Background: an optimization exercise with open tools, aiming at small area, a short achievable clock period and few clock cycles per item. Do not read the settings as production practice.
Only simulation tests tie the RTL to the original design; equivalence was not proved.

== job 4911 ==
Design affine_stream_top, start of the top module:
module affine_stream_top (
  input  logic                                aclk,
  input  logic                                aresetn,
  input  logic [4*16-1:0]   s_tdata,
  input  logic                                s_tvalid,
  output logic                                s_tready,
  input  logic                                s_tlast,
  output logic [3*16-1:0]    m_tdata,
  output logic                                m_tvalid,
  input  logic                                m_tready,
  output logic                                m_tlast
);
  localparam int LW = 16;
  localparam int BW = 4 * 16;
  logic            advance;    
  logic            accept;
  logic            vec_take;
  logic [3*BW-1:0] coef;
  assign advance  = ~m_tvalid | m_tready;
  assign s_tready = advance;
  assign accept   = s_tvalid & advance;
  frame_loader u_loader (
    .aclk     (aclk),
    .aresetn  (aresetn),
    .s_tdata  (s_tdata),
    .s_tlast  (s_tlast),
  ...
Size in the first run: ~54000 sq um of cells after synthesis.
export LEC_CHECK = 0
export ABC_AREA = 1
export CAP_MARGIN = 50
export CORE_MARGIN = 2
export CORE_UTILIZATION = 50
export SETUP_SLACK_MARGIN = 2.5
export SLEW_MARGIN = 60
create_clock -name core_clock -period 6.3 [get_ports {aclk}]
standard.sh (not shown) runs the stock make flow with config.mk's settings and CLKGATE_MAP_FILE= SYNTH_SCRIPT=/design/flow/synth_recipe.tcl, a recipe that flattens the netlist after the stock synthesis.
==> flow/flow/run.sh <==
#!/bin/bash
# The standard layout, with one change to synthesis: Yosys's synth skips
# its quick ABC pass (-noabc) that comes before full adders are extracted, so
# the carry-save trees map onto full-adder cells without inverters between
# them. The final ABC mapping and every later step are the standard flow's own.
# The registers keep the standard synthesis's names and cell types: that
# synthesis runs first, and flow/regnames.py copies its register names over
# (they differ only in Yosys's enable-polarity suffix). If the registers do
# not match, the flow falls back to the standard layout.
set -euo pipefail
W=$(pwd)
R=$W/orfs/results/$FLOW_PLATFORM/affine_stream_top/base

# the standard synthesis, the reference for register names and cell types
bash standard.sh synth > std_synth.log 2>&1
cp "$R/1_2_yosys.v" std_1_2_yosys.v
rm -rf orfs

# this flow's synthesis
sed '1s/-noshare /-noshare -noabc /' synth_recipe.tcl > synth_noabc.tcl
grep -q -- '-nofsm -noshare -noabc' synth_noabc.tcl
sed "s#${W}/synth_recipe.tcl#${W}/synth_noabc.tcl#g" standard.sh > standard_noabc.sh
grep -q synth_noabc.tcl standard_noabc.sh
bash standard_noabc.sh "$R/1_2_yosys.v" > noabc_synth.log 2>&1

if python3 flow/regnames.py std_1_2_yosys.v "$R/1_2_yosys.v" > regnames.log 2>&1; then
  bash standard_noabc.sh > make_flow.log 2>&1
else
  rm -rf orfs
  bash standard.sh > make_flow.log 2>&1
fi
Other scripts of this flow, unchanged in this note and not shown: flow/flow/regnames.py
Testbench counts of job 4911, summed over its fixed seeds: cycles 3,993, items 3,393.
Here is what was changed in the inputs of job 6355 compared with job 4911.
- changing CAP_MARGIN from 50 to 20
- changing SLEW_MARGIN from 60 to 20
NOTE global-route wire length before repair job 4911->job 6355 increased slightly
Non-clock buffer count, job 6355 and job 4911, lower one = job 6355.
In the metrics for job 6355 and job 4911, the one carrying the higher total stage count of the critical path is job 6355.
Looking at destination of the critical timing path, the g_row[0].u_row.mid_q[64]$_DFFE_PN_ result is from job 4911; the g_row[1].u_row.mid_q[94]$_DFFE_PN_ one comes from job 6355.
Comparing job 6355 and job 4911, the higher largest driver fanout on the critical path is on job 4911.
#### Input delta (job 4827 over job 6355)
diff --git a/flow/flow/run.sh b/flow/flow/run.sh
--- a/flow/flow/run.sh
+++ b/flow/flow/run.sh
@@ -3,5 +3,7 @@
 # its quick ABC pass (-noabc) that comes before full adders are extracted, so
 # the carry-save trees map onto full-adder cells without inverters between
-# them. The final ABC mapping and every later step are the standard flow's own.
+# them. The final ABC mapping and every later step are the standard flow's own, except
+# that the port buffers are buf_2 cells rather than the delay buffer that
+# buffer_ports picks by default (every port still gets its buffer).
 # The registers keep the standard synthesis's names and cell types: that
 # synthesis runs first, and flow/regnames.py copies its register names over
@@ -25,5 +27,5 @@
 
 if python3 flow/regnames.py std_1_2_yosys.v "$R/1_2_yosys.v" > regnames.log 2>&1; then
-  bash standard_noabc.sh > make_flow.log 2>&1
+  bash standard_noabc.sh "BUFFER_PORTS_ARGS=-buffer_cell sky130_fd_sc_hd__buf_2" finish > make_flow.log 2>&1
 else
   rm -rf orfs
Results
Compared with job 6355, in job 4827 number of global-route vias before repair essentially unchanged, HPWL reported at the end of detailed placement increased about 2.6%, layout buffer count excluding clock buffers increased 20%. Summary of job 4827 over job 6355: number of antenna violations at the first check in global routing +5; final period utilization ~0 delta; count of non-CTS inverters in the layout -2.

## afterwards: timing with drivers on the ports
No port has a modelled driver above. Below, the same layouts with a new extraction and two added sets of constraints.
Step 1, drivers: a clkbuf_16 drives aclk and a buf_2 each remaining input, both assumed.
Step 2, shift: input delay + t, output delay - t, t = (earliest + latest rising clock arrival at the registers) / 2. This alone moves slack from input paths to output paths.
Slacks: ideal ports / drivers / drivers and shift; pairs: ideal ports / drivers.
| run | shift t [ns] | setup slack, ns | worst slew at a driven data input, ns |
|---|---|---|---|
| job 4911 | 0.758 | 2.487 / 2.487 / 2.487 | 0.06 |
| job 6355 | 0.752 | 2.457 / 2.457 / 2.062 | 0.05 |
| job 4827 | 0.736 | 2.449 / 2.449 / 2.303 | 0.06 |
After both steps setup and hold are still met in every run listed. For job 6355, which loses most, drivers alone change the setup slack by 0.000 ns; drivers and shift together by -0.395 ns.
